What follows belongs to an exercise in optimizing a design on an open flow for small area; a production flow would make more cautious choices.
Only simulation tests tie the RTL to the original design; equivalence was not proved.
Power figures rest on the tool's default switching activity, not on a simulated workload.

`design/flow/design.v`:
```
module rf_wmux (
    input  logic q,
    input  logic we,
    input  logic wen,
    input  logic dn,
    output logic d
);
    assign d = ~((q | we) & (dn | wen));
endmodule
module rf_aoi222 (
    input  logic a1, a2, b1, b2, c1, c2,
    output logic y
);
    assign y = ~((a1 & a2) | (b1 & b2) | (c1 & c2));
endmodule
module rf_nand2 (
    input  logic a, b,
    output logic y
);
    assign y = ~(a & b);
endmodule
module rf_nand4 (
    input  logic a, b, c, d,
    output logic y
);
    assign y = ~(a & b & c & d);
endmodule
module rf_nand3 (
    input  logic a, b, c,
    output logic y
);
    assign y = ~(a & b & c);
endmodule
module rf_or3 (
    input  logic a, b, c,
    output logic y
);
    assign y = a | b | c;
endmodule
module rf_xor2 (
    input  logic a, b,
    output logic y
);
    assign y = a ^ b;
endmodule
module rf_rdtail (
    input  logic [10:0] n,
    input  logic        ph,
    output logic        y
);
    logic h0, h1, h2, z;
    rf_nand4 u_h0 (.a(n[0]), .b(n[1]), .c(n[2]),  .d(n[3]), .y(h0));
    rf_nand4 u_h1 (.a(n[4]), .b(n[5]), .c(n[6]),  .d(n[7]), .y(h1));
    rf_nand3 u_h2 (.a(n[8]), .b(n[9]), .c(n[10]), .y(h2));
    rf_or3   u_z  (.a(h0), .b(h1), .c(h2), .y(z));
    rf_xor2  u_y  (.a(z), .b(ph), .y(y));
endmodule
module register_file #(
    parameter int DATA_W = 32,
    parameter int ADDR_W = 5
) (
    input  logic              clk,
    input  logic              rst,
    input  logic              WE3,
    input  logic [ADDR_W-1:0] A1,
    input  logic [ADDR_W-1:0] A2,
    input  logic [ADDR_W-1:0] A3,
    input  logic [DATA_W-1:0] WD3,
    output logic [DATA_W-1:0] RD1,
    output logic [DATA_W-1:0] RD2
);
    localparam int NREG = 1 << ADDR_W;
    logic              phase;
    logic [NREG-1:1]   valid;
    logic [DATA_W-1:0] store [1:NREG-1];
    logic [DATA_W-1:0] store_d [1:NREG-1];
    logic [NREG-1:1]   wr_en, wr_en_n;
    logic [NREG-1:1]   sel1, sel2;
    logic [DATA_W-1:0] dn;
    logic              ph1, ph2;
    assign dn = WD3 ^ {DATA_W{phase}};
    always_comb begin
        for (int i = 1; i < NREG; i++) begin
            wr_en[i]   = WE3 && (A3 == ADDR_W'(i));
            wr_en_n[i] = ~wr_en[i];
            sel1[i]    = valid[i] && (A1 == ADDR_W'(i));
            sel2[i]    = valid[i] && (A2 == ADDR_W'(i));
        end
        ph1 = phase && (|sel1);
        ph2 = phase && (|sel2);
    end
    always_ff @(posedge clk or posedge rst) begin
        if (rst) phase <= 1'b0;
        else     phase <= ~phase;
    end
    always_ff @(posedge clk or posedge rst) begin
        if (rst) valid <= '0;
        else     valid <= valid | wr_en;
    end
    always_ff @(posedge clk) begin
        for (int i = 1; i < NREG; i++) begin
            store[i] <= store_d[i];
        end
    end
    genvar gi, gb;
    generate
        for (gi = 1; gi < NREG; gi++) begin : g_row
            for (gb = 0; gb < DATA_W; gb++) begin : g_bit
                rf_wmux u_wmux (
                    .q(store[gi][gb]), .we(wr_en[gi]), .wen(wr_en_n[gi]), .dn(dn[gb]),
                    .d(store_d[gi][gb])
                );
            end
        end
        for (gb = 0; gb < DATA_W; gb++) begin : g_rd
            logic [10:0] n1, n2;
            for (gi = 0; gi < 10; gi++) begin : g_grp
                rf_aoi222 u_a1 (
                    .a1(sel1[3*gi+1]), .a2(store[3*gi+1][gb]),
                    .b1(sel1[3*gi+2]), .b2(store[3*gi+2][gb]),
                    .c1(sel1[3*gi+3]), .c2(store[3*gi+3][gb]),
                    .y(n1[gi])
                );
                rf_aoi222 u_a2 (
                    .a1(sel2[3*gi+1]), .a2(store[3*gi+1][gb]),
                    .b1(sel2[3*gi+2]), .b2(store[3*gi+2][gb]),
                    .c1(sel2[3*gi+3]), .c2(store[3*gi+3][gb]),
                    .y(n2[gi])
                );
            end
            rf_nand2 u_n1 (.a(sel1[31]), .b(store[31][gb]), .y(n1[10]));
            rf_nand2 u_n2 (.a(sel2[31]), .b(store[31][gb]), .y(n2[10]));
            rf_rdtail u_t1 (.n(n1), .ph(ph1), .y(RD1[gb]));
            rf_rdtail u_t2 (.n(n2), .ph(ph2), .y(RD2[gb]));
        end
    endgenerate
endmodule
```
`design/flow/run.sh`:
```
#!/bin/bash
# synth_recipe.tcl (not shown) runs the flow's synth.tcl, then flattens the netlist and writes it again
# the make line also repeats each setting of config.mk as NAME=value (left out here)
make -C /OpenROAD-flow-scripts/flow DESIGN_CONFIG=/design/flow/config.mk WORK_HOME=/design/flow/orfs CLKGATE_MAP_FILE= SYNTH_SCRIPT=/design/flow/synth_recipe.tcl finish
```
`design/flow/config.mk`:
```
export PLATFORM = sky130hd
export DESIGN_NAME = register_file
export DESIGN_NICKNAME = register_file
export VERILOG_FILES = /design/flow/design.v
export SDC_FILE = /design/flow/constraint.sdc
export NUM_CORES = 4
export LEC_CHECK = 0
export CAP_MARGIN = 20
export CORE_MARGIN = 2
export CORE_UTILIZATION = 40
export CTS_BUF_LIST = sky130_fd_sc_hd__clkbuf_8
export CTS_CLUSTER_DIAMETER = 50
export CTS_CLUSTER_SIZE = 12
export SETUP_SLACK_MARGIN = 0.25
export SLEW_MARGIN = 20
export SYNTH_HIERARCHICAL = 1
export SYNTH_MINIMUM_KEEP_SIZE = 0
```
`design/flow/constraint.sdc`:
```
create_clock -name core_clock -period 7.0 [get_ports {clk}]
set_input_delay 1.4000 -clock core_clock [delete_from_list [all_inputs] [get_ports {clk}]]
set_output_delay 1.4000 -clock core_clock [all_outputs]
set_load 0.01 [all_outputs]
```
==> impl_metrics.json, run 1 <==
{
  "layout_min_cycle_time_ps": 6820,
  "gp_congestion": 0.985,
  "postSynthAreaPerCell_um2": 11.2,
  "drt_pass1_iterations": 14,
  "wl_per_cell_um": 35.8,
  "portBuffers": 113,
  "fin_ws_ps": 177,
  "fin_crit_sh": 0.975,
  "dr.first_iter.drc_count": 9167,
  "gr-total-overflow": 0,
  "grt_first_pass_wirelength_mm": 256,
  "syn_area_um2": 37400,
  "die_w_um": 310,
  "power_density_nw_per_um2": 333,
  "setup_viol": 0,
  "hold_viol": 0,
  "cts_tree": "built",
  "layout-drive-gt1-share": 0.123,
  "fin_util": 0.479,
  "startpoint_type": "primary input",
  "crit_chain": "clkdlybuf4s50_1, nor2b_1, and3_1, buf_4, a222oi_1, nand4_1, or3_1, xor2_1, clkdlybuf4s50_1",
  "postSynth.asyncResetShare": 0.0313,
  "routed_wl_mm": 181,
  "synth_warnings": 10,
  "cp_max_fo": 12,
  "clockBufferDepth": 3,
  "seq_area_frac_synth": 0.552,
  "place_inst": 4885,
  "outcome": "timing/DRC/antenna clean",
  "path_delay_family": "simple AND/OR/NAND/NOR gates",
  "final_max_slew_viol_count": 0,
  "crit_path_frequent_cell": "clkdlybuf4s50_1",
  "dr_wl_met3_mm": 27.4,
  "ir_drop_mv": 0.186,
  "critPathKind": "primary input to output pin",
  "grtUsageTotal": 0.362,
  "max_slew_margin": 0.222,
  "viasPerCell": 7.75,
  "crit_path_end_kind": "output pin",
  "ctsRootBufferMaster": "clkbuf_8",
  "met1Wirelength_mm": 66.2,
  "ys_seq_elements": 1024,
  "wl_met2_mm": 73.4,
  "max-cap-violations": 0,
  "synthCells": 3343,
  "drc": 0,
  "die_height_um": 310,
  "ios": 114,
  "slowest_delay_ps": 670,
  "cp.required_ps": 5600,
  "clk_pin_slew_worst_paths_ps": 80,
  "hold_buffers": 0,
  "critPathArrivalTime_ps": 5420,
  "grt_max_degree": 35,
  "timing.fmax_mhz": 147,
  "htree_levels": 3,
  "die-area_um2": 96000,
  "crit_slowest_cell": "clkdlybuf4s50_1",
  "dp_slack_ps": 228,
  "place_hpwl_mm": 113,
  "cts_sinks": 1024,
  "clk_latency_ps": 810,
  "final_nets": 3795,
  "antenna_found_initial": 17,
  "synth-edff-count": 0,
  "antenna_left": 0,
  "skew_ps": 26.3,
  "core-area_um2": 93000,
  "grt_pass1_vias": 36300,
  "fin_setup_tns_ps": 0,
  "synthFlopType": "dfxtp_1",
  "initial_core_util": 0.402,
  "rsz0062_at_grt": "false",
  "power_uw": 14900,
  "cts_made_buffers": 109,
  "worstHoldPathType": "flop to flop",
  "crit_buf_inv": 3,
  "dr.max_layer_used": "met5",
  "leakage_uw": 0.0163,
  "via_count": 39300,
  "synth_cell_types": 47,
  "synth_nets": 3393,
  "stdcell_count": 5069,
  "tightest_slew_ps": 1170,
  "std_cell_rows": 112,
  "syn_to_final_growth_pct": 19.2
}
[power by group]
part           switching [uW]  internal (uW)
Clock                    2220           1810
Combinational            1260           1240
Sequential               1090           7250
Total                    4570          10300
[per-module statistics from Yosys, one instance, submodules excluded, excerpt]
| module | flops+latches | times used |
|---|---|---|
| rf_nand3 | 0 | 64 |
| rf_aoi222 | 0 | 640 |
| register_file | 1024 | 1 |
| rf_wmux | 0 | 992 |
| rf_or3 | 0 | 64 |
| rf_nand2 | 0 | 64 |
| rf_xor2 | 0 | 64 |
| rf_nand4 | 0 | 128 |
[layout make-up]
class                   count  area (um^2)
flip-flops and latches   1024        20700
fillers                  8760        48500
well taps                1254         1570
diodes                      7         17.5
inverters                  35          131
repair buffers            308         2780
clock buffers             124         1710
multi-input cells        2267        17300
clock inverters            50          415
[per-stage QoR]
stage          cell area [um^2]  hold slack, ps
2_1_floorplan             37400             440
3_3_place_gp              42300             449
3_5_place_dp              42300             459
4_1_cts                   44400             471
5_1_grt                   44600             481
6_report                  44600             471
[cells in the mapped netlist (2+ instances only)]
cell	n	area, um^2
o22ai_1	994	6220
dfxtp_1	992	19900
a222oi_1	640	6410
nand4_1	128	801
nand2_1	106	398
xor2_1	96	841
nand3_1	68	340
or3_1	65	407
and3_1	52	325
inv_1	35	131
nand2b_1	33	206
dfrtp_1	32	801
nor2_1	15	56.3
clkbuf_1	11	41.3
nor2b_1	6	37.5
nor4_1	6	37.5
a22oi_1	5	37.5
and3_2	5	37.5
and3b_1	5	43.8
nor3_1	5	25.0
nor3b_1	5	37.5
a22o_1	3	26.3
a32oi_1	3	26.3
buf_4	3	22.5
or2_2	3	18.8
and2_1	2	12.5
and3_4	2	22.5
buf_1	2	7.51
mux2i_1	2	20.0
o2bb2ai_1	2	17.5
[cell usage in the layout, fill, tap and decap left out, types with 4 or more instances in the layout]
| master | instances |
|---|---|
| inv_1 | 50 |
| nand2_1 | 94 |
| and3_4 | 10 |
| buf_12 | 11 |
| bufinv_16 | 5 |
| nor2b_1 | 4 |
| nor4_1 | 6 |
| clkinv_2 | 10 |
| nand4_1 | 128 |
| nor3b_1 | 5 |
| and3b_1 | 5 |
| diode_2 | 7 |
| nand3_1 | 68 |
| nand2_2 | 12 |
| or3_1 | 65 |
| clkbuf_8 | 124 |
| and3_2 | 38 |
| a22oi_1 | 5 |
| buf_4 | 182 |
| xor2_4 | 32 |
| clkdlybuf4s50_1 | 112 |
| nand2b_1 | 33 |
| dfrtp_1 | 31 |
| dfxtp_1 | 992 |
| xor2_1 | 60 |
| nor2_1 | 10 |
| inv_6 | 5 |
| nor2_4 | 4 |
| xor2_2 | 4 |
| nor3_1 | 5 |
| clkinvlp_4 | 9 |
| o22ai_1 | 994 |
| and3_1 | 11 |
| clkinv_4 | 5 |
| a222oi_1 | 640 |
[logic make-up (layout without fill, tap and decap cells)]
logic type      after synthesis  after routing  synth area share
other cells                   0              7                 0
compound gates             1655           1655             0.342
buf+inv                      53            517           0.00585
flops                      1024           1024             0.552
xor+xnor                     96             96            0.0225
simple gates                512            513            0.0763
mux                           3              3          0.000836
[flip-flops by register name (all words and copies together), names as in the netlist]
signal,count
store,992
valid,31
phase,1
[per-layer routing]
layer,track usage,vias up
met2,0.510,3339
met5,0,-
met3,0.122,640
met4,0.253,8
li1,-,16100
met1,0.465,19200
[repair_timing]
action,CTS,global route
gates cloned,0,1
endpoints found under the setup margin,2,64
pin swaps,0,6
gates resized for setup,2,17
setup buffers,0,0
[final timing paths]
check | end | slack (ps) | from | cells after the start
worst max-delay path | RD1[13] | 180 | A1[1] | 9
worst min-delay path | store[11][17] | 470 | store[11][17] | 1
worst max register to register | store[30][27] | 4070 | phase | 4
worst min register to register | store[11][17] | 470 | store[11][17] | 1
max in group asynchronous | phase | 5520 | rst | 3
min in group asynchronous | valid[24] | 1110 | rst | 3
==> run 2: changes to the inputs <==
==> design/flow/flow/run.sh (new file) <==
#!/bin/bash
# The standard layout (the standard.sh, unchanged synthesis, floorplan, power grid, CTS and
# routing), except that the port buffers are the smallest plain buffer instead of the delay
# buffer the flow picks by default. make's full output (every tool it runs) goes to make.log;
# ORFS also keeps each step's own log under orfs/logs/.
set -euo pipefail
bash standard.sh finish "BUFFER_PORTS_ARGS=-buffer_cell sky130_fd_sc_hd__buf_1" > make.log 2>&1
==> design/flow/standard.sh (new file) <==
#!/bin/bash
# synth_recipe.tcl (not shown) runs the flow's synth.tcl, then flattens the netlist and writes it again
# the make line also repeats each setting of config.mk as NAME=value (left out here)
make -C /OpenROAD-flow-scripts/flow DESIGN_CONFIG=/design/flow/config.mk WORK_HOME=/design/flow/orfs CLKGATE_MAP_FILE= SYNTH_SCRIPT=/design/flow/synth_recipe.tcl "${@:-finish}"
==> design/flow/config.mk (replaced) <==
export PLATFORM = sky130hd
export DESIGN_NAME = register_file
export DESIGN_NICKNAME = register_file
export VERILOG_FILES = /design/flow/design.v
export SDC_FILE = /design/flow/constraint.sdc
export NUM_CORES = 4
export LEC_CHECK = 0
export CAP_MARGIN = 10
export CORE_MARGIN = 2
export CORE_UTILIZATION = 40
export CTS_BUF_LIST = sky130_fd_sc_hd__clkbuf_8
export CTS_CLUSTER_DIAMETER = 50
export CTS_CLUSTER_SIZE = 12
export SETUP_SLACK_MARGIN = 0.1
export SLEW_MARGIN = 10
export SYNTH_HIERARCHICAL = 1
export SYNTH_MINIMUM_KEEP_SIZE = 0
removed: design/flow/run.sh
==> run 2 against run 1 <==
  * First-iteration DRC count fell by 2.3%
  * Clock skew rose by 7.6 ps
  * Non-clock buffer count fell by 48
  * Power rose by 0.29%
  * Sequential cell count did not move
  * Still clean on timing, DRC and antenna
  * Critical path depth did not move
  * Worst setup slack improved by 470 ps
  * Clock power rose by 7.7%
  * Critical endpoint is now RD2[27]
  * Global-route usage rose by 1.0 points
  * Utilization fell by 1.1 points
  * Sequential power barely moved
==> impl_metrics.json, run 2 <==
{
  "outcome": "timing/DRC/antenna clean",
  "yosysTopAreaCell": "dfxtp_1",
  "gr-total-overflow": 0,
  "drc": 0,
  "grt_first_pass_wirelength_mm": 260,
  "routed_wl_mm": 186,
  "die_w_um": 310,
  "ys_seq_elements": 1024,
  "synth_area_leaders": "dfxtp_1, a222oi_1, o22ai_1",
  "tightest_slew_ps": 1350,
  "combPwrFrac": 0.149,
  "regMostFlops": "store",
  "switching_share": 0.313,
  "core-area_um2": 93000,
  "layout-drive-gt1-share": 0.116,
  "layout_commonest_cell": "o22ai_1",
  "worstHoldPathType": "flop to flop",
  "postSynthAreaPerCell_um2": 11.2,
  "initial_core_util": 0.402,
  "seq_power_share": 0.560,
  "seq_area_um2": 20700,
  "antenna_found_initial": 18,
  "hold_viol": 0,
  "max_slew_margin": 0.0992,
  "largest_reg_flops": 992,
  "cts_made_buffers": 112,
  "startpoint_type": "primary input",
  "crit_slowest_cell": "and3_2",
  "fin_util": 0.468,
  "drt_pass1_iterations": 13,
  "skew_ps": 33.9,
  "postSynth.asyncResetShare": 0.0313,
  "synth_warnings": 10,
  "layout_min_cycle_time_ps": 6350,
  "synth_cell_types": 47,
  "place_hpwl_mm": 112,
  "grt.met1_usage": 0.473,
  "fin_crit_sh": 0.907,
  "synth_nets": 3393,
  "cts_sinks": 1024,
  "rsz0062_at_grt": "false",
  "cts_tree": "built",
  "critPathKind": "primary input to output pin",
  "synth_common_cells": "o22ai_1, dfxtp_1, a222oi_1",
  "crit_chain": "buf_1, nor2b_1, and3_2, nor4_1, nand3_1, o31a_2, buf_4, xor2_1, buf_1",
  "die_height_um": 310,
  "fin_setup_tns_ps": 0,
  "wl_per_cell_um": 36.8,
  "crit_path_end_kind": "output pin",
  "dr.first_iter.drc_count": 8952,
  "holdWs_ps": 472,
  "met3_usage": 0.120,
  "final_cell_mix": "o22ai_1, dfxtp_1, a222oi_1, buf_4, nand4_1",
  "slowest_delay_ps": 830,
  "die-area_um2": 96000,
  "use_met2": 0.535,
  "cp.required_ps": 5600,
  "via_count": 39200,
  "synthFlopType": "dfxtp_1",
  "gp_congestion": 1.01,
  "timing.fmax_mhz": 158,
  "portBuffers": 113,
  "post_cts_buffers": 0,
  "ctsRootBufferMaster": "clkbuf_8",
  "syn_to_final_growth_pct": 16.4,
  "synth_top_area_share": 0.531,
  "clk_latency_ps": 840,
  "clk_pin_slew_worst_paths_ps": 80,
  "p_clk_frac": 0.291,
  "nFillCells": 8822,
  "grt_busiest_layer": "met2",
  "clockBufferDepth": 3,
  "power_density_nw_per_um2": 342,
  "r2r_slack_ps": 3690,
  "ios": 114,
  "setup_viol": 0,
  "ir_drop_mv": 0.164,
  "std_cell_rows": 112,
  "crit_path_frequent_cell": "buf_1",
  "max-cap-violations": 0,
  "final_nets": 3749,
  "cts_resized": 0,
  "synthCells": 3343,
  "multiInputGateArea_um2": 17300,
  "cp_max_fo": 21,
  "final_max_slew_viol_count": 0,
  "htree_levels": 3,
  "hold_buffers": 0,
  "viasPerCell": 7.79,
  "critPathArrivalTime_ps": 4950,
  "yosysMostFrequentCell": "o22ai_1",
  "syn_area_um2": 37400,
  "seq_area_frac_synth": 0.552,
  "leakage_uw": 0.0158,
  "p_int_uw": 10200,
  "synth-edff-count": 0,
  "grtUsageTotal": 0.372,
  "antenna_left": 0,
  "grt_pass1_vias": 36300,
  "p_switching_uw": 4660,
  "reg_top3": "store x992, valid x31, phase x1",
  "grt_max_degree": 35
}
-- run 2: layout make-up --
cell class              instances  share of cell area
well taps                    1254              0.0360
clock inverters                67              0.0150
inverters                      35             0.00302
multi-input cells            2266               0.397
clock buffers                 122              0.0386
diodes                         11            0.000632
flip-flops and latches       1024               0.475
repair buffers                260              0.0357
-- run 2: kinds of logic after synthesis --
kind of cell,share of synthesized area
AND/OR/NAND/NOR,0.0763
AO/OA/AOI/OAI,0.342
multiplexers,0.000836
XOR/XNOR,0.0225
buffers and inverters,0.00585
flip-flops,0.552
-- run 2: final timing paths --
path,start,end,cells past startpoint
min in group asynchronous,rst,valid[19],3
setup reg to reg,phase,store[26][25],3
hold reg to reg,store[26][31],store[26][31],1
setup / recovery,A2[1],RD2[27],9
hold / removal,store[26][31],store[26][31],1
max in group asynchronous,rst,valid[6],3
-- run 2: per-stage QoR --
stage	instances	power (uW)	setup WS, ps	cell area (um^2)
after detailed placement	4839	10500	783	41200
after floorplan	3343	9540	1300	37400
after global routing	5035	15400	623	43500
final	5039	14900	651	43500
after CTS	5028	14800	775	43500
after global placement	4839	10500	866	41200
-- run 2: routing by layer --
metal,up-vias,wire length (um)
met5,-,70
met1,19100,67100
met3,705,27500
li1,16000,-
met4,12,14700
met2,3428,76300
-- run 2: worst max-delay path, delay by kind of cell --
family / cells / cell delay [ps]
AO/OA/AOI/OAI: 1 / 370
buffers and inverters: 3 / 900
XOR/XNOR: 1 / 380
AND/OR/NAND/NOR: 4 / 1870
-- run 2: Yosys stat by module, one instance, submodules excluded, excerpt --
module / cell area [um^2] / copies in the design / cells inside
rf_nand4: 6.26 / 128 / 1
register_file: 22500 / 1 / 1327
rf_aoi222: 10.0 / 640 / 1
rf_wmux: 6.26 / 992 / 1
rf_or3: 6.26 / 64 / 1
rf_nand3: 5.00 / 64 / 1
rf_nand2: 3.75 / 64 / 1
rf_xor2: 8.76 / 64 / 1
-- run 2: power groups by stage --
stage | Sequential [uW] | Combinational (uW) | Clock (uW)
6_report | 8350 | 2220 | 4340
4_1_cts | 8280 | 2150 | 4330
2_1_floorplan | 8130 | 1410 | 0
5_1_grt | 8500 | 2340 | 4580
3_5_place_dp | 8400 | 2150 | 0
3_3_place_gp | 8380 | 2080 | 0
==> run 3: changes to the inputs <==
==> design/flow/flow/run.sh (replaced) <==
#!/bin/bash
# The standard layout (the standard.sh: unchanged synthesis, floorplan, power grid, placement,
# CTS and routing) with two changes to how cells are picked:
#  - the port buffers are the smallest plain buffer instead of the delay buffer picked by default;
#  - CTS builds its tree without dummy balancing loads (same clustering settings as config.mk).
# make's full output (every tool it runs) goes to make.log; ORFS also keeps each step's own log
# under orfs/logs/.
set -euo pipefail
cts="-sink_clustering_enable -repair_clock_nets -sink_clustering_size 16"
cts="$cts -sink_clustering_max_diameter 50 -buf_list sky130_fd_sc_hd__clkbuf_8 -dont_use_dummy_load"
bash standard.sh finish \
  "BUFFER_PORTS_ARGS=-buffer_cell sky130_fd_sc_hd__buf_1" \
  "CTS_ARGS=$cts" > make.log 2>&1
--- a/design/flow/config.mk
+++ b/design/flow/config.mk
@@ -10,7 +10,7 @@
 export CORE_UTILIZATION = 40
 export CTS_BUF_LIST = sky130_fd_sc_hd__clkbuf_8
 export CTS_CLUSTER_DIAMETER = 50
-export CTS_CLUSTER_SIZE = 12
+export CTS_CLUSTER_SIZE = 16
 export SETUP_SLACK_MARGIN = 0.1
 export SLEW_MARGIN = 10
 export SYNTH_HIERARCHICAL = 1
==> run 3 against run 2 <==
  * Non-clock buffer count unchanged
  * Sequential cell count unchanged
  * Utilization decreased by 0.90 points
  * Combinational power about the same
  * Clock skew increased by 55 ps
  * Die area unchanged
  * Still clean on timing, DRC and antenna
  * Critical path depth unchanged
  * Count of clock-buffer cells in the layout decreased by 14
  * Global-route usage decreased by 0.11 points
  * Via count decreased by 0.51%
  * Fmax increased by 0.36%
  * Largest power group unchanged
==> impl_metrics.json, run 3 <==
{
  "crit_slowest_cell": "and3_2",
  "max-cap-violations": 0,
  "seq_area_um2": 20700,
  "startpoint_type": "primary input",
  "worstHoldPathType": "flop to flop",
  "yosysTopAreaCell": "dfxtp_1",
  "clk_latency_ps": 800,
  "cp.required_ps": 5600,
  "reg_top3": "store x992, valid x31, phase x1",
  "synth_cell_types": 47,
  "core-area_um2": 93000,
  "die-area_um2": 96000,
  "crit_path_frequent_cell": "buf_1",
  "synth_warnings": 10,
  "largest_reg_flops": 992,
  "max_slew_margin": 0.114,
  "ys_seq_elements": 1024,
  "layout_commonest_cell": "o22ai_1",
  "ctsRootBufferMaster": "clkbuf_8",
  "synth_common_cells": "o22ai_1, dfxtp_1, a222oi_1",
  "portBuffers": 113,
  "dr.first_iter.drc_count": 8771,
  "std_cell_rows": 112,
  "postSynth.asyncResetShare": 0.0313,
  "ios": 114,
  "final_nets": 3745,
  "synthFlopType": "dfxtp_1",
  "rsz0062_at_grt": "false",
  "skew_ps": 89.0,
  "ir_drop_mv": 0.168,
  "leakage_uw": 0.0153,
  "r2r_slack_ps": 3700,
  "syn_area_um2": 37400,
  "fin_ws_ps": 674,
  "grt_first_pass_wirelength_mm": 259,
  "slowest_delay_ps": 810,
  "synth_top_area_share": 0.531,
  "place_hpwl_mm": 112,
  "nFillCells": 8901,
  "cts_made_buffers": 108,
  "drt_pass1_iterations": 13,
  "antenna_found_initial": 17,
  "tightest_slew_ps": 1330,
  "switching_share": 0.314,
  "clk_pin_slew_worst_paths_ps": 60,
  "fin_crit_sh": 0.904,
  "gr-total-overflow": 0,
  "grt_max_degree": 35,
  "wl_per_cell_um": 37.3,
  "timing.fmax_mhz": 158,
  "p_switching_uw": 4380,
  "multiInputGateArea_um2": 17300,
  "hold_viol": 0,
  "gp_congestion": 1.01,
  "critPathArrivalTime_ps": 4930,
  "die_height_um": 310,
  "cts_resized": 0,
  "seq_power_share": 0.598,
  "regMostFlops": "store",
  "final_cell_mix": "o22ai_1, dfxtp_1, a222oi_1, buf_4, nand4_1",
  "p_clk_frac": 0.243,
  "layout_min_cycle_time_ps": 6330,
  "synthCells": 3343,
  "post_cts_buffers": 0,
  "setup_viol": 0,
  "drc": 0,
  "die_w_um": 310,
  "synth_nets": 3393,
  "outcome": "timing/DRC/antenna clean",
  "seq_area_frac_synth": 0.552,
  "clockBufferDepth": 3,
  "routed_wl_mm": 185,
  "syn_to_final_growth_pct": 14.2,
  "crit_path_end_kind": "output pin",
  "final_max_slew_viol_count": 0,
  "grtUsageTotal": 0.371,
  "critPathKind": "primary input to output pin",
  "grt_pass1_vias": 36100,
  "crit_chain": "buf_1, nor2b_1, and3_2, nor4_1, nand3_1, o31a_2, buf_4, xor2_1, buf_1",
  "cts_tree": "built",
  "layout-drive-gt1-share": 0.102,
  "cp_max_fo": 21,
  "synth_area_leaders": "dfxtp_1, a222oi_1, o22ai_1",
  "fin_setup_tns_ps": 0,
  "p_int_uw": 9580,
  "postSynthAreaPerCell_um2": 11.2,
  "dp_slack_ps": 783,
  "cts_sinks": 1024,
  "combPwrFrac": 0.159,
  "antenna_left": 0,
  "htree_levels": 3,
  "initial_core_util": 0.402,
  "synth-edff-count": 0,
  "power_density_nw_per_um2": 327,
  "via_count": 39000,
  "viasPerCell": 7.87,
  "yosysMostFrequentCell": "o22ai_1",
  "hold_buffers": 0
}
[run 3: changes by cell type in the layout (fill, tap and decap cells not counted), sizes merged]
cell      before  now
inv           64   35
clkinv        18    0
clkbuf       122  108
bufinv        11    0
clkinvlp       9    0
diode         11   14
[run 3: worst max-delay path, delay by kind of cell]
family | cells | cell delay (ps)
and+or+nand+nor | 4 | 1840
xor gates and xnor gates | 1 | 380
AOI/OAI and AO/OA | 1 | 370
buffers and inverters | 3 | 900
[run 3: worst paths after layout]
| kind | from | end | depth (start not counted) |
|---|---|---|---|
| min in group asynchronous | rst | phase | 3 |
| setup / recovery | A2[1] | RD2[27] | 9 |
| hold reg to reg | store[26][6] | store[26][6] | 1 |
| hold / removal | store[26][6] | store[26][6] | 1 |
| max in group asynchronous | rst | valid[13] | 3 |
| setup reg to reg | phase | store[29][25] | 3 |
[run 3: logic make-up (layout without fill, tap and decap cells)]
kind of cell,after synthesis,in the layout,share of synthesized area
AOI/OAI and AO/OA,1655,1655,0.342
other,0,14,0
and+or+nand+nor,512,512,0.0763
xor gates and xnor gates,96,96,0.0225
DFF,1024,1024,0.552
muxes,3,3,0.000836
buffers and inverters,53,403,0.00585
[run 3: layout make-up]
type                    count  share of cell area
clock buffers             108              0.0348
inverters                  35             0.00308
repair buffers            260              0.0364
diodes                     14            0.000820
multi-input cells        2266               0.404
flip-flops and latches   1024               0.484
well taps                1254              0.0367
[run 3: through the flow]
stage / total power [uW] / area, um^2 / cells / utilization / hold slack [ps]
global route: 14500 / 42700 / 4954 / 0.459 / 479
floorplan: 9540 / 37400 / 3343 / - / 440
CTS: 13800 / 42700 / 4947 / 0.459 / 468
global placement: 10500 / 41200 / 4839 / 0.443 / 450
finish: 14000 / 42700 / 4961 / 0.459 / 467
detailed placement: 10500 / 41200 / 4839 / 0.443 / 459
[run 3: layer usage]
layer	vias up	GRT usage	part of all wire
li1	15900	-	-
met1	19100	0.466	0.36
met2	3286	0.535	0.41
met3	709	0.126	0.15
met4	12	0.253	0.077
met5	-	0.0142	0.00042
[run 3: power by group through the flow]
stage               sequential [uW]  clock [uW]  combinational (uW)
floorplan                      8130           0                1410
global placement               8380           0                2080
detailed placement             8400           0                2150
CTS                            8280        3380                2140
global route                   8500        3610                2340
finish                         8350        3390                2220
[run 3: modules after synthesis (local to each module, per instance), excerpt]
module / cells / copies in the design
rf_aoi222: 1 / 640
rf_nand3: 1 / 64
register_file: 1327 / 1
rf_or3: 1 / 64
rf_wmux: 1 / 992
rf_nand2: 1 / 64
rf_nand4: 1 / 128
rf_xor2: 1 / 64
==> run 4: changes to the inputs <==
--- a/design/flow/design.v
+++ b/design/flow/design.v
@@ -76,9 +76,15 @@
     logic [DATA_W-1:0] store_d [1:NREG-1];
     logic [NREG-1:1]   wr_en, wr_en_n;
     logic [NREG-1:1]   sel1, sel2;
-    logic [DATA_W-1:0] dn;
+    logic [DATA_W-1:0] dn_lo, dn_hi;
     logic              ph1, ph2;
-    assign dn = WD3 ^ {DATA_W{phase}};
+    genvar gd;
+    generate
+        for (gd = 0; gd < DATA_W; gd++) begin : g_dn
+            rf_xor2 u_lo (.a(WD3[gd]), .b(phase), .y(dn_lo[gd]));
+            rf_xor2 u_hi (.a(WD3[gd]), .b(phase), .y(dn_hi[gd]));
+        end
+    endgenerate
     always_comb begin
         for (int i = 1; i < NREG; i++) begin
             wr_en[i]   = WE3 && (A3 == ADDR_W'(i));
@@ -107,7 +113,7 @@
         for (gi = 1; gi < NREG; gi++) begin : g_row
             for (gb = 0; gb < DATA_W; gb++) begin : g_bit
                 rf_wmux u_wmux (
-                    .q(store[gi][gb]), .we(wr_en[gi]), .wen(wr_en_n[gi]), .dn(dn[gb]),
+                    .q(store[gi][gb]), .we(wr_en[gi]), .wen(wr_en_n[gi]), .dn((gi < NREG / 2) ? dn_lo[gb] : dn_hi[gb]),
                     .d(store_d[gi][gb])
                 );
             end
--- a/design/flow/config.mk
+++ b/design/flow/config.mk
@@ -11,6 +11,7 @@
 export CTS_BUF_LIST = sky130_fd_sc_hd__clkbuf_8
 export CTS_CLUSTER_DIAMETER = 50
 export CTS_CLUSTER_SIZE = 16
+export PLACE_DENSITY = 0.7
 export SETUP_SLACK_MARGIN = 0.1
 export SLEW_MARGIN = 10
 export SYNTH_HIERARCHICAL = 1
==> run 4 against run 3 <==
  * Still clean
  * Worst setup slack better by 130 ps
  * Cell count up 0.62%
  * Wire length down 5.8%
  * First-iteration DRC count up 22%
  * Register-to-register slack better by 90 ps
  * Critical path type unchanged
  * Largest cell class unchanged
==> impl_metrics.json, run 4 <==
{
  "hold_viol": 0,
  "post_cts_buffers": 0,
  "startpoint_type": "primary input",
  "grtUsageTotal": 0.338,
  "cp.required_ps": 5600,
  "cts_resized": 0,
  "initial_core_util": 0.404,
  "synth_area_leaders": "dfxtp_1, a222oi_1, o22ai_1",
  "synthSimpleGateAreaFrac": 0.0758,
  "max_slew_margin": 0.146,
  "crit_path_end_kind": "output pin",
  "largest_reg_flops": 992,
  "antenna_found_initial": 11,
  "syn_area_um2": 37700,
  "reg_top3": "store x992, valid x31, phase x1",
  "syn_to_final_growth_pct": 12.6,
  "drc": 0,
  "synth_compound_area_frac": 0.340,
  "final_nets": 3783,
  "power_density_nw_per_um2": 319,
  "max-cap-violations": 0,
  "crit_slowest_cell": "and3_1",
  "rsz0062_at_grt": "false",
  "core-area_um2": 93300,
  "timing.fmax_mhz": 161,
  "grt_first_pass_wirelength_mm": 248,
  "ys_seq_elements": 1024,
  "drt_pass1_iterations": 12,
  "crit_chain": "buf_1, nor2b_1, and3_1, buf_12, a222oi_1, nand4_1, or3_1, xor2_1, buf_1",
  "nFillCells": 8840,
  "ctsRootBufferMaster": "clkbuf_8",
  "layout_commonest_cell": "o22ai_1",
  "layout-drive-gt1-share": 0.0855,
  "skew_ps": 58.4,
  "wl_per_cell_um": 34.9,
  "gp_congestion": 1.01,
  "postSynthAreaPerCell_um2": 11.2,
  "via_count": 40100,
  "synth_cell_types": 46,
  "outcome": "timing/DRC/antenna clean",
  "std_cell_rows": 112,
  "ios": 114,
  "routed_wl_mm": 174,
  "crit_path_frequent_cell": "buf_1",
  "gr-total-overflow": 0,
  "htree_levels": 3,
  "grt_pass1_vias": 37300,
  "regMostFlops": "store",
  "grt_max_degree": 39,
  "synth_warnings": 10,
  "worstHoldPathType": "flop to flop",
  "cts_made_buffers": 91,
  "synth_nets": 3421,
  "fin_setup_tns_ps": 0,
  "synth_top_family_by_area": "compound AO/OA/AOI/OAI gates",
  "synthMuxAreaShare": 0.000831,
  "layout_min_cycle_time_ps": 6190,
  "critPathArrivalTime_ps": 4790,
  "final_max_slew_viol_count": 0,
  "final_cell_mix": "o22ai_1, dfxtp_1, a222oi_1, buf_4, nand4_1",
  "synth_fa_ha_area_frac": 0,
  "ir_drop_mv": 0.130,
  "antenna_left": 0,
  "synth_xor_xnor_area_share": 0.0298,
  "slowest_delay_ps": 910,
  "portBuffers": 113,
  "hold_buffers": 0,
  "synthCells": 3371,
  "synth_top_area_share": 0.527,
  "seq_area_frac_synth": 0.549,
  "cts_tree": "built",
  "die_w_um": 311,
  "die-area_um2": 96600,
  "yosysTopAreaCell": "dfxtp_1",
  "cp_max_fo": 18,
  "synthFlopType": "dfxtp_1",
  "dr.first_iter.drc_count": 10700,
  "die_height_um": 311,
  "setup_viol": 0,
  "yosysMostFrequentCell": "o22ai_1",
  "clk_latency_ps": 720,
  "postSynth.asyncResetShare": 0.0313,
  "clockBufferDepth": 3,
  "synth-edff-count": 0,
  "synth_common_cells": "o22ai_1, dfxtp_1, a222oi_1",
  "place_hpwl_mm": 104,
  "power_uw": 13500,
  "clk_pin_slew_worst_paths_ps": 50,
  "tightest_slew_ps": 1280,
  "cts_sinks": 1024,
  "fin_crit_sh": 0.885,
  "viasPerCell": 8.04,
  "leakage_uw": 0.0153,
  "critPathKind": "primary input to output pin"
}
==> run 4: changes by cell type after synthesis <==
cell | before | now
xor2_1 | 96 | 128
buf_1 | 2 | 0
buf_4 | 3 | 1
==> run 4: final cells by class <==
type | count | area, um^2 | share of cell area
antenna | 7 | 17.5 | 0.000413
clock buffer | 91 | 1250 | 0.0295
inverter | 35 | 131 | 0.00310
multi-input combinational | 2298 | 17000 | 0.401
sequential | 1024 | 20700 | 0.487
tap | 1254 | 1570 | 0.0370
timing repair buffer | 283 | 1760 | 0.0416
==> run 4: worst max-delay path, delay by kind of cell <==
kind	cells	cell delay [ps]
simple gates	4	2350
buf+inv	3	720
xor+xnor	1	170
compound gates	1	130
==> run 4: final timing paths <==
check,startpoint,end,slack (ps),depth (start not counted)
min,store[31][21],store[31][21],470,1
max in group asynchronous,rst,phase,5910,3
min in group asynchronous,rst,valid[1],710,3
min reg2reg,store[31][21],store[31][21],470,1
max reg2reg,phase,store[30][9],3790,3
max,A2[0],RD2[5],810,9
==> run 4: cell families (layout without fill, tap and decap cells) <==
family                 after synthesis  after routing
flip-flops                        1024           1024
buffers and inverters               49            409
other                                0              7
XOR/XNOR                           128            128
multiplexers                         3              3
AO/OA/AOI/OAI                     1655           1655
AND/OR/NAND/NOR                    512            512
==> run 4: per-layer routing <==
| layer | track usage | routed length, um | vias up |
|---|---|---|---|
| met1 | 0.438 | 61600 | 19200 |
| met4 | 0.206 | 12400 | 14 |
| met3 | 0.145 | 31800 | 854 |
| met5 | 0.0232 | 334 | - |
| li1 | - | - | 16000 |
| met2 | 0.457 | 68200 | 4070 |
==> run 4: where the power goes <==
group	leakage [uW]	internal [uW]	switching, uW
registers	0.00887	7250	1090
logic	0.00575	974	1160
clock network	0.000654	1160	1920
total	0.0153	9380	4170
==> run 4: per-module statistics from Yosys, one instance, submodules excluded, a selection <==
module | cells | cell area [um^2] | flip-flops and latches
register_file | 1291 | 22200 | 1024
rf_aoi222 | 1 | 10.0 | 0
rf_or3 | 1 | 6.26 | 0
rf_wmux | 1 | 6.26 | 0
rf_nand3 | 1 | 5.00 | 0
rf_nand2 | 1 | 3.75 | 0
==> run 4: through the flow <==
step | cell area, um^2 | setup slack [ps] | util | std cells | hold slack (ps)
detailed placement | 41100 | 1060 | 0.440 | 4894 | 459
global placement | 41100 | 1120 | 0.440 | 4894 | 450
global route | 42400 | 803 | 0.454 | 4988 | 484
CTS | 42400 | 1020 | 0.454 | 4985 | 470
floorplan | 37700 | 1300 | - | 3371 | 440
finish | 42400 | 806 | 0.454 | 4992 | 471
==> run 5: changes to the inputs <==
--- a/design/flow/config.mk
+++ b/design/flow/config.mk
@@ -11,7 +11,7 @@
 export CTS_BUF_LIST = sky130_fd_sc_hd__clkbuf_8
 export CTS_CLUSTER_DIAMETER = 50
 export CTS_CLUSTER_SIZE = 16
-export PLACE_DENSITY = 0.7
+export PLACE_DENSITY = 0.8
 export SETUP_SLACK_MARGIN = 0.1
 export SLEW_MARGIN = 10
 export SYNTH_HIERARCHICAL = 1
==> run 5 against run 4 <==
  * Still clean
  * Cell count up 0.14%
  * Hold slack about the same
  * Worst setup slack lost 220 ps
  * Critical path type unchanged
  * Largest power group unchanged
==> impl_metrics.json, run 5 <==
{
  "cp_max_fo": 33,
  "startpoint_type": "primary input",
  "stdcell_count": 4999,
  "ir_drop_mv": 0.159,
  "yosysTopAreaCell": "dfxtp_1",
  "layout_min_cycle_time_ps": 6420,
  "yosysMostFrequentCell": "o22ai_1",
  "outcome": "timing/DRC/antenna clean",
  "critPathKind": "primary input to output pin",
  "cts_tree": "built",
  "power_uw": 13500,
  "place_hpwl_mm": 103,
  "htree_levels": 3,
  "grtUsageTotal": 0.329,
  "path_delay_family": "simple AND/OR/NAND/NOR gates",
  "synth_cell_types": 46,
  "synthCells": 3371,
  "crit_chain": "buf_1, and2_0, and3_2, nor4_1, nand3_1, o31a_2, buf_4, xor2_1, buf_1",
  "place_inst": 4901,
  "wl_per_cell_um": 34.0,
  "drc": 0,
  "routed_wl_mm": 170,
  "die-area_um2": 96600,
  "antenna_left": 0,
  "clockBufferDepth": 3,
  "synth_compound_area_frac": 0.340,
  "dr.first_iter.drc_count": 10800,
  "seq_area_frac_synth": 0.549,
  "grt_first_pass_wirelength_mm": 245,
  "clk_pin_slew_worst_paths_ps": 70,
  "fin_ws_ps": 582,
  "cts_made_buffers": 88,
  "crit_path_end_kind": "output pin",
  "ios": 114,
  "synth_common_cells": "o22ai_1, dfxtp_1, a222oi_1",
  "leakage_uw": 0.0153,
  "slowest_delay_ps": 960,
  "synth_top_area_share": 0.527,
  "cts_sinks": 1024,
  "setup_viol": 0,
  "final_nets": 3789,
  "postSynthAreaPerCell_um2": 11.2,
  "synth-edff-count": 0,
  "dp_slack_ps": 772,
  "syn_to_final_growth_pct": 12.3,
  "die_w_um": 311,
  "grt_max_degree": 46,
  "timing.fmax_mhz": 156,
  "worstHoldPathType": "flop to flop",
  "nFillCells": 8744,
  "viasPerCell": 8.12,
  "synth_nets": 3421,
  "ctsRootBufferMaster": "clkbuf_8",
  "final_max_slew_viol_count": 0,
  "antenna_found_initial": 5,
  "synthFlopType": "dfxtp_1",
  "via_count": 40600,
  "portBuffers": 113,
  "largest_reg_flops": 992,
  "crit_path_frequent_cell": "buf_1",
  "std_cell_rows": 112,
  "die_height_um": 311,
  "max-cap-violations": 0,
  "layout_commonest_cell": "o22ai_1",
  "synth_top_family_by_area": "compound AO/OA/AOI/OAI gates",
  "reg_top3": "store x992, valid x31, phase x1",
  "power_density_nw_per_um2": 320,
  "fin_util": 0.453,
  "fin_setup_tns_ps": 0,
  "drt_pass1_iterations": 17,
  "synth_xor_xnor_area_share": 0.0298,
  "gp_congestion": 1.02,
  "synth_warnings": 10,
  "syn_area_um2": 37700,
  "clk_latency_ps": 760,
  "synth_fa_ha_area_frac": 0,
  "ys_seq_elements": 1024,
  "cts_resized": 0,
  "hold_viol": 0,
  "rsz0062_at_grt": "false",
  "core-area_um2": 93300,
  "synthSimpleGateAreaFrac": 0.0758,
  "fin_crit_sh": 0.917,
  "crit_buf_inv": 3,
  "skew_ps": 54.4,
  "postSynth.asyncResetShare": 0.0313,
  "max_slew_margin": 0.114,
  "final_cell_mix": "o22ai_1, dfxtp_1, a222oi_1, buf_4, nand4_1",
  "grt_pass1_vias": 37800,
  "post_cts_buffers": 0,
  "tightest_slew_ps": 1320,
  "hold_buffers": 0,
  "layout-drive-gt1-share": 0.0816,
  "initial_core_util": 0.404,
  "critPathArrivalTime_ps": 5020,
  "synthMuxAreaShare": 0.000831,
  "regMostFlops": "store",
  "synth_area_leaders": "dfxtp_1, a222oi_1, o22ai_1",
  "cp.required_ps": 5600,
  "gr-total-overflow": 0,
  "crit_slowest_cell": "and3_2"
}
run 5: changes by cell type in the layout (fill, tap and decap cells not counted), moves of 4 or more:
cell      before  now
nor2_4         4    0
clkinv_1       5    0
and3_1        39   48
nor2_2         0    4
xor2_1       108  115
xor2_2        20   13
buf_4        165  177
inv_1         26   34
and3_2        18    9
run 5: power by group:
| part | internal, uW | total, uW | switching [uW] |
|---|---|---|---|
| combinational | 971 | 2150 | 1180 |
| sequential | 7250 | 8350 | 1100 |
| clock | 1120 | 3030 | 1900 |
| total | 9340 | 13500 | 4190 |
run 5: per-module statistics from Yosys, one instance, submodules excluded, excerpt:
module / times used / area [um^2] / cells
rf_or3: 64 / 6.26 / 1
rf_wmux: 992 / 6.26 / 1
rf_nand2: 64 / 3.75 / 1
rf_nand4: 128 / 6.26 / 1
rf_aoi222: 640 / 10.0 / 1
register_file: 1 / 22200 / 1291
run 5: cell type report:
cell class,count,area [um^2],share of cell area
multi-input cells,2298,16900,0.400
repair buffers,292,1790,0.0424
inverters,35,131,0.00311
well taps,1254,1570,0.0371
diodes,8,20.0,0.000473
clock buffers,88,1210,0.0286
flip-flops and latches,1024,20700,0.488
run 5: per-stage QoR:
stage,instance area (um^2),hold slack [ps]
finish,42300,471
global route,42300,484
detailed placement,41000,459
floorplan,37700,440
global placement,41000,449
CTS,42200,470
run 5: kinds of logic after synthesis:
group | Yosys count
AO/OA/AOI/OAI | 1655
XOR/XNOR | 128
buffers and inverters | 49
flip-flops | 1024
multiplexers | 3
AND/OR/NAND/NOR | 512
run 5: path summary, 6_finish.rpt:
kind / to / slack (ps) / depth (start not counted) / startpoint
worst max register to register: store[16][17] / 3920 / 3 / phase
worst min-delay path: store[31][17] / 470 / 1 / store[31][17]
worst max-delay path: RD2[26] / 580 / 9 / A2[1]
max in group asynchronous: valid[28] / 5890 / 3 / rst
min in group asynchronous: valid[14] / 710 / 3 / rst
worst min register to register: store[31][17] / 470 / 1 / store[31][17]
run 5: worst register-to-register path, stage by stage, from the launching register on:
cell and delay [ps]:
dfrtp_4 780, buf_4 830, xor2_1 1140, o22ai_1 180
run 5: metal layers:
metal,track usage,share of wire,up-vias,wire length (um)
li1,-,-,16000,-
met1,0.421,0.34,19100,57800
met2,0.445,0.38,4460,65300
met3,0.151,0.19,1025,32900
met4,0.206,0.082,2,14000
met5,0.00148,0.000077,-,13
==> run 6: changes to the inputs <==
==> design/flow/config.mk (replaced) <==
export PLATFORM = sky130hd
export DESIGN_NAME = register_file
export DESIGN_NICKNAME = register_file
export VERILOG_FILES = /design/flow/design.v
export SDC_FILE = /design/flow/constraint.sdc
export NUM_CORES = 4
export LEC_CHECK = 0
export CAP_MARGIN = 3
export CORE_MARGIN = 2
export CORE_UTILIZATION = 40
export CTS_BUF_LIST = sky130_fd_sc_hd__clkbuf_8
export CTS_CLUSTER_DIAMETER = 50
export CTS_CLUSTER_SIZE = 16
export SETUP_SLACK_MARGIN = 0.05
export SLEW_MARGIN = 3
export SYNTH_HIERARCHICAL = 1
export SYNTH_MINIMUM_KEEP_SIZE = 0
==> run 6 against run 5 <==
  * Still clean on timing, DRC and antenna
  * Worst setup slack improved by 230 ps
  * Non-clock buffer count shrank 10
  * Global-route usage increased by 2.7 points
  * Count of clock-buffer cells in the layout rose by 9
  * Sequential power is essentially flat
  * Die area unchanged
  * Area after synthesis stayed put
  * Critical endpoint is now RD2[6]
==> impl_metrics.json, run 6 <==
{
  "outcome": "timing/DRC/antenna clean",
  "layout_commonest_cell": "o22ai_1",
  "final_nets": 3788,
  "grtUsageTotal": 0.357,
  "synth_compound_area_frac": 0.340,
  "grt_first_pass_wirelength_mm": 257,
  "synth_cell_types": 46,
  "crit_path_end_kind": "output pin",
  "std_cell_rows": 112,
  "initial_core_util": 0.404,
  "layout-drive-gt1-share": 0.0990,
  "core-area_um2": 93300,
  "synthSimpleGateAreaFrac": 0.0758,
  "power_uw": 13700,
  "fin_setup_tns_ps": 0,
  "cts_sinks": 1024,
  "syn_area_um2": 37700,
  "gp_congestion": 0.959,
  "clk_latency_ps": 750,
  "leakage_uw": 0.0153,
  "final_cell_mix": "o22ai_1, dfxtp_1, a222oi_1, buf_4, nand4_1",
  "tightest_slew_ps": 1370,
  "yosysMostFrequentCell": "o22ai_1",
  "skew_ps": 63.3,
  "postSynthAreaPerCell_um2": 11.2,
  "grt_pass1_vias": 36600,
  "htree_levels": 3,
  "largest_reg_flops": 992,
  "die-area_um2": 96600,
  "synth_warnings": 10,
  "yosysTopAreaCell": "dfxtp_1",
  "reg_top3": "store x992, valid x31, phase x1",
  "fin_crit_sh": 0.885,
  "ctsRootBufferMaster": "clkbuf_8",
  "ios": 114,
  "cts_resized": 0,
  "synth_nets": 3421,
  "met1Wirelength_mm": 68.8,
  "synth_top_area_share": 0.527,
  "clockBufferDepth": 3,
  "clk_pin_slew_worst_paths_ps": 60,
  "power_density_nw_per_um2": 321,
  "die_w_um": 311,
  "grt_max_degree": 35,
  "cp.required_ps": 5600,
  "synth_xor_xnor_area_share": 0.0298,
  "ys_seq_elements": 1024,
  "synth-edff-count": 0,
  "synth_common_cells": "o22ai_1, dfxtp_1, a222oi_1",
  "routed_wl_mm": 184,
  "dr.first_iter.drc_count": 10000,
  "p_int_uw": 9450,
  "via_count": 39800,
  "critPathKind": "primary input to output pin",
  "nFillCells": 8998,
  "cp_max_fo": 33,
  "synth_top_family_by_area": "compound AO/OA/AOI/OAI gates",
  "postSynth.asyncResetShare": 0.0313,
  "cts_tree": "built",
  "combPwrFrac": 0.156,
  "die_height_um": 311,
  "syn_to_final_growth_pct": 13.0,
  "ir_drop_mv": 0.161,
  "p_switching_uw": 4230,
  "synthMuxAreaShare": 0.000831,
  "antenna_left": 0,
  "antenna_found_initial": 3,
  "synthFlopType": "dfxtp_1",
  "synth_fa_ha_area_frac": 0,
  "hold_viol": 0,
  "synthCells": 3371,
  "max-cap-violations": 0,
  "p_clk_frac": 0.235,
  "wl_per_cell_um": 36.7,
  "synth_area_leaders": "dfxtp_1, a222oi_1, o22ai_1",
  "seq_area_frac_synth": 0.549,
  "gr-total-overflow": 0,
  "portBuffers": 113,
  "max_slew_margin": 0.0857,
  "startpoint_type": "primary input",
  "post_cts_buffers": 0,
  "seq_power_share": 0.609,
  "layout_min_cycle_time_ps": 6190,
  "place_hpwl_mm": 108,
  "dr_wl_met3_mm": 31.9,
  "drc": 0,
  "hold_buffers": 0,
  "worstHoldPathType": "flop to flop",
  "final_max_slew_viol_count": 0,
  "switching_share": 0.309,
  "viasPerCell": 7.98,
  "timing.fmax_mhz": 162,
  "setup_viol": 0,
  "drt_pass1_iterations": 11,
  "regMostFlops": "store",
  "rsz0062_at_grt": "false",
  "dr.max_layer_used": "met5",
  "critPathArrivalTime_ps": 4790,
  "cts_made_buffers": 97,
  "wl_met2_mm": 70.2
}
-- run 6: cell counts after synthesis --
No cell type changed its count.
-- run 6: metal layers --
metal  up-vias  GRT usage
met5         -          0
met4         2      0.211
met3       664      0.126
met2      3775      0.473
met1     19400      0.492
li1      16000          -
-- run 6: stage by stage --
stage,util,instances,setup WS (ps),cell area (um^2),hold slack (ps)
final,0.456,4995,808,42600,471
after global routing,0.456,4993,806,42600,481
after CTS,0.456,4990,1030,42500,470
after detailed placement,0.442,4893,1040,41200,459
after global placement,0.442,4893,1080,41200,450
after floorplan,-,3371,1300,37700,440
-- run 6: area by class of cell --
class | count | area [um^2] | area share
diodes | 5 | 12.5 | 0.000294
clock buffers | 97 | 1340 | 0.0314
inverters | 35 | 131 | 0.00309
multi-input cells | 2298 | 17100 | 0.402
flip-flops and latches | 1024 | 20700 | 0.486
well taps | 1254 | 1570 | 0.0369
repair buffers | 282 | 1740 | 0.0410
-- run 6: final timing paths --
| path | slack (ps) | to | depth (start not counted) | from |
|---|---|---|---|---|
| max | 810 | RD2[6] | 9 | A2[1] |
| min | 470 | store[2][10] | 1 | store[2][10] |
| max reg2reg | 4320 | store[28][25] | 3 | phase |
| min reg2reg | 470 | store[2][10] | 1 | store[2][10] |
| max in group asynchronous | 5940 | phase | 3 | rst |
| min in group asynchronous | 700 | valid[3] | 3 | rst |
-- run 6: cell families after synthesis --
logic type	Yosys count
AOI/OAI and AO/OA	1655
and+or+nand+nor	512
muxes	3
DFF	1024
buffers and inverters	49
xor gates and xnor gates	128
-- run 6: worst max-delay path: stages --
cell and delay, ps:
buf_1 340, and2_0 500, and3_2 1020, nor3_1 120, nand3_1 130, o31a_2 310
buf_4 510, xor2_1 260, buf_1 180
-- run 6: power groups by stage --
stage / combinational, uW / sequential (uW) / clock, uW
floorplan: 1410 / 8130 / 0
global placement: 2000 / 8350 / 0
detailed placement: 2070 / 8390 / 0
CTS: 2070 / 8270 / 3200
global route: 2250 / 8480 / 3440
finish: 2130 / 8330 / 3210
-- run 6: Yosys stat by module, one instance, submodules excluded, excerpt --
module,times used,cells inside
register_file,1,1291
rf_nand2,64,1
rf_nand4,128,1
rf_or3,64,1
rf_wmux,992,1
rf_xor2,128,1
==> run 7: changes to the inputs <==
--- a/design/flow/flow/run.sh
+++ b/design/flow/flow/run.sh
@@ -6,8 +6,8 @@
 # make's full output (every tool it runs) goes to make.log; ORFS also keeps each step's own log
 # under orfs/logs/.
 set -euo pipefail
-cts="-sink_clustering_enable -repair_clock_nets -sink_clustering_size 16"
-cts="$cts -sink_clustering_max_diameter 50 -buf_list sky130_fd_sc_hd__clkbuf_8 -dont_use_dummy_load"
+cts="-sink_clustering_enable -repair_clock_nets -sink_clustering_size 18"
+cts="$cts -sink_clustering_max_diameter 60 -buf_list sky130_fd_sc_hd__clkbuf_8 -dont_use_dummy_load"
 bash standard.sh finish \
   "BUFFER_PORTS_ARGS=-buffer_cell sky130_fd_sc_hd__buf_1" \
   "CTS_ARGS=$cts" > make.log 2>&1
==> design/flow/config.mk (replaced) <==
export PLATFORM = sky130hd
export DESIGN_NAME = register_file
export DESIGN_NICKNAME = register_file
export VERILOG_FILES = /design/flow/design.v
export SDC_FILE = /design/flow/constraint.sdc
export NUM_CORES = 4
export LEC_CHECK = 0
export CAP_MARGIN = 10
export CORE_MARGIN = 2
export CORE_UTILIZATION = 40
export CTS_BUF_LIST = sky130_fd_sc_hd__clkbuf_8
export CTS_CLUSTER_DIAMETER = 60
export CTS_CLUSTER_SIZE = 18
export PLACE_DENSITY = 0.75
export SETUP_SLACK_MARGIN = 0.1
export SLEW_MARGIN = 10
export SYNTH_HIERARCHICAL = 1
export SYNTH_MINIMUM_KEEP_SIZE = 0
==> run 7 against run 6 <==
  * Worst setup slack got worse by 1.3 ps
  * Area after synthesis is the same
  * Still clean on timing, DRC and antenna
  * Largest cell class unchanged
  * Combinational power barely moved
  * Count of clock-buffer cells in the layout down 26
  * Die area is the same
  * Power decreased by 2.7%
  * Wire length fell by 4.6%
  * Synthesized cell count is the same
==> impl_metrics.json, run 7 <==
{
  "dr_wl_met3_mm": 33.2,
  "hold_start": "store[31][14]",
  "crit_path_end_kind": "output pin",
  "synthCells": 3371,
  "outcome": "timing/DRC/antenna clean",
  "synth_area_leaders": "dfxtp_1, a222oi_1, o22ai_1",
  "synth_nets": 3421,
  "antenna_left": 0,
  "antenna_found_initial": 6,
  "cts_sinks": 1024,
  "reg_top3": "store x992, valid x31, phase x1",
  "ir_drop_mv": 0.133,
  "syn_to_final_growth_pct": 11.9,
  "cp_max_fo": 20,
  "critPathKind": "primary input to output pin",
  "cp.required_ps": 5600,
  "startpoint": "A2[4]",
  "post_cts_buffers": 0,
  "wl_met2_mm": 67.4,
  "viasPerCell": 8.12,
  "power_density_nw_per_um2": 316,
  "cts_made_buffers": 71,
  "clockBufferDepth": 3,
  "startpoint_type": "primary input",
  "via_count": 40400,
  "clk_pin_slew_worst_paths_ps": 70,
  "gp_congestion": 1.02,
  "power_uw": 13300,
  "ctsRootBufferMaster": "clkbuf_8",
  "rsz0062_at_grt": "false",
  "crit_buf_inv": 2,
  "path_delay_family": "simple AND/OR/NAND/NOR gates",
  "initial_core_util": 0.404,
  "clk_latency_ps": 760,
  "dr.max_layer_used": "met5",
  "ys_seq_elements": 1024,
  "synth_common_cells": "o22ai_1, dfxtp_1, a222oi_1",
  "skew_ps": 104,
  "final_nets": 3771,
  "place_hpwl_mm": 104,
  "synth-edff-count": 0,
  "hold_buffers": 0,
  "grt_max_degree": 42,
  "drt_pass1_iterations": 17,
  "regMostFlops": "store",
  "layout_min_cycle_time_ps": 6190,
  "std_cell_rows": 112,
  "setup_viol": 0,
  "synthFlopType": "dfxtp_1",
  "portBuffers": 113,
  "seq_area_frac_synth": 0.549,
  "die-area_um2": 96600,
  "reg2reg_from": "phase",
  "wl_per_cell_um": 35.2,
  "critPathArrivalTime_ps": 4790,
  "yosysTopAreaCell": "dfxtp_1",
  "dr.first_iter.drc_count": 10600,
  "met1Wirelength_mm": 60.3,
  "die_height_um": 311,
  "synth_top_area_share": 0.527,
  "die_w_um": 311,
  "syn_area_um2": 37700,
  "grtUsageTotal": 0.339,
  "hold_viol": 0,
  "layout_commonest_cell": "o22ai_1",
  "fin_util": 0.452,
  "slowest_delay_ps": 1120,
  "ios": 114,
  "drc": 0,
  "dp_slack_ps": 1190,
  "grt_pass1_vias": 37400,
  "yosysMostFrequentCell": "o22ai_1",
  "max-cap-violations": 0,
  "routed_wl_mm": 175,
  "timing.fmax_mhz": 161,
  "fin_setup_tns_ps": 0,
  "worstHoldPathType": "flop to flop",
  "largest_reg_flops": 992,
  "crit_slowest_cell": "nor2_4",
  "leakage_uw": 0.0152,
  "synth_warnings": 10,
  "cts_tree": "built",
  "postSynthAreaPerCell_um2": 11.2,
  "max_slew_margin": 0.0855,
  "htree_levels": 3,
  "core-area_um2": 93300,
  "postSynth.asyncResetShare": 0.0313,
  "tightest_slew_ps": 1370,
  "fin_ws_ps": 807,
  "cts_resized": 0,
  "grt_first_pass_wirelength_mm": 249,
  "synth_cell_types": 46,
  "final_cell_mix": "o22ai_1, dfxtp_1, a222oi_1, buf_4, nand4_1",
  "final_max_slew_viol_count": 0,
  "fin_crit_sh": 0.885,
  "layout-drive-gt1-share": 0.0799,
  "gr-total-overflow": 0,
  "crit_chain": "buf_1, nand3_1, nor2_4, a222oi_1, nand3_1, or3_1, xor2_1, buf_1"
}
[run 7: cell counts after synthesis]
Identical to the previous run, type by type.
[run 7: worst reg2reg max path, cell delays in order, from the launching register on]
cell     delay [ps]
dfrtp_4         860
buf_4           910
xor2_1         1080
o22ai_1         150
[run 7: final cells by class]
type	count	area [um^2]
sequential	1024	20700
inverter	35	131
multi-input combinational	2298	17000
fill	8875	51200
timing repair buffer	291	1820
antenna	6	15.0
clock buffer	71	977
tap	1254	1570
[run 7: path summary, 6_finish.rpt]
check	endpoint	slack, ps	cells after the start
min in group asynchronous	valid[13]	730	3
max in group asynchronous	phase	5820	3
worst max register to register	store[17][10]	3860	3
worst min register to register	store[31][14]	470	1
worst max-delay path	RD2[13]	810	8
worst min-delay path	store[31][14]	470	1
[run 7: stage by stage]
step / cell area (um^2) / hold WS [ps] / std cells
floorplan: 37700 / 440 / 3371
global route: 42100 / 488 / 4974
finish: 42200 / 472 / 4979
detailed placement: 41100 / 458 / 4901
global placement: 41100 / 450 / 4901
CTS: 42100 / 468 / 4972
[run 7: where the power goes]
part	total (uW)	internal, uW	switching [uW]
Clock	2800	916	1880
Combinational	2160	973	1190
Sequential	8340	7240	1100
Total	13300	9130	4170
[run 7: cell families (layout without fill, tap and decap cells)]
group                     Yosys count  in the layout  synth area share
and+or+nand+nor                   512            512            0.0758
other                               0              6                 0
buffers and inverters              49            397           0.00522
DFF                              1024           1024             0.549
muxes                               3              3          0.000831
xor gates and xnor gates          128            128            0.0298
AOI/OAI and AO/OA                1655           1655             0.340
[run 7: layer usage]
metal	vias to the layer above	track usage
met3	1020	0.153
li1	16000	-
met4	4	0.218
met1	19100	0.438
met2	4292	0.453
met5	-	0.00791
[run 7: per-module statistics from Yosys (local to each module, per instance), a selection]
module         flops+latches  area (um^2)  times used  cells
register_file           1024        22200           1   1291
rf_aoi222                  0         10.0         640      1
rf_wmux                    0         6.26         992      1
rf_xor2                    0         8.76         128      1
rf_or3                     0         6.26          64      1
rf_nand4                   0         6.26         128      1
rf_nand2                   0         3.75          64      1
rf_nand3                   0         5.00          64      1

==> what the ideal ports hide <==
How much do the figures lean on ideal ports? The routed layouts below were timed once more, with nothing changed but the port constraints. Step 1 assumes that a clkbuf_16 drives the clock port and a buf_2 every other input. Step 2 moves the port delays by t, midway between the first and last clock arrival at a register: inputs arrive t later, outputs are due t later. That takes back most of the time a late clock gives input paths. Three values: ideal ports, drivers, drivers and shift; two values: the first two.
run | t (ns) | setup slack, ns | hold slack, ns
run 1 | 0.851 | 0.177 / 0.150 / 0.150 | 0.471 / 0.471 / 0.471
run 2 | 0.891 | 0.651 / 0.564 / 0.564 | 0.472 / 0.472 / 0.472
run 3 | 0.838 | 0.674 / 0.590 / 0.590 | 0.467 / 0.467 / 0.467
run 4 | 0.770 | 0.806 / 0.780 / 0.780 | 0.471 / 0.471 / 0.471
run 5 | 0.776 | 0.582 / 0.558 / 0.558 | 0.471 / 0.471 / 0.471
run 6 | 0.800 | 0.808 / 0.778 / 0.778 | 0.471 / 0.471 / 0.471
run 7 | 0.770 | 0.807 / 0.770 / 0.770 | 0.472 / 0.472 / 0.472
After both steps every run listed still meets setup and hold. For run 2, which loses most, drivers alone change the setup slack by -0.087 ns; drivers and shift together by -0.087 ns.
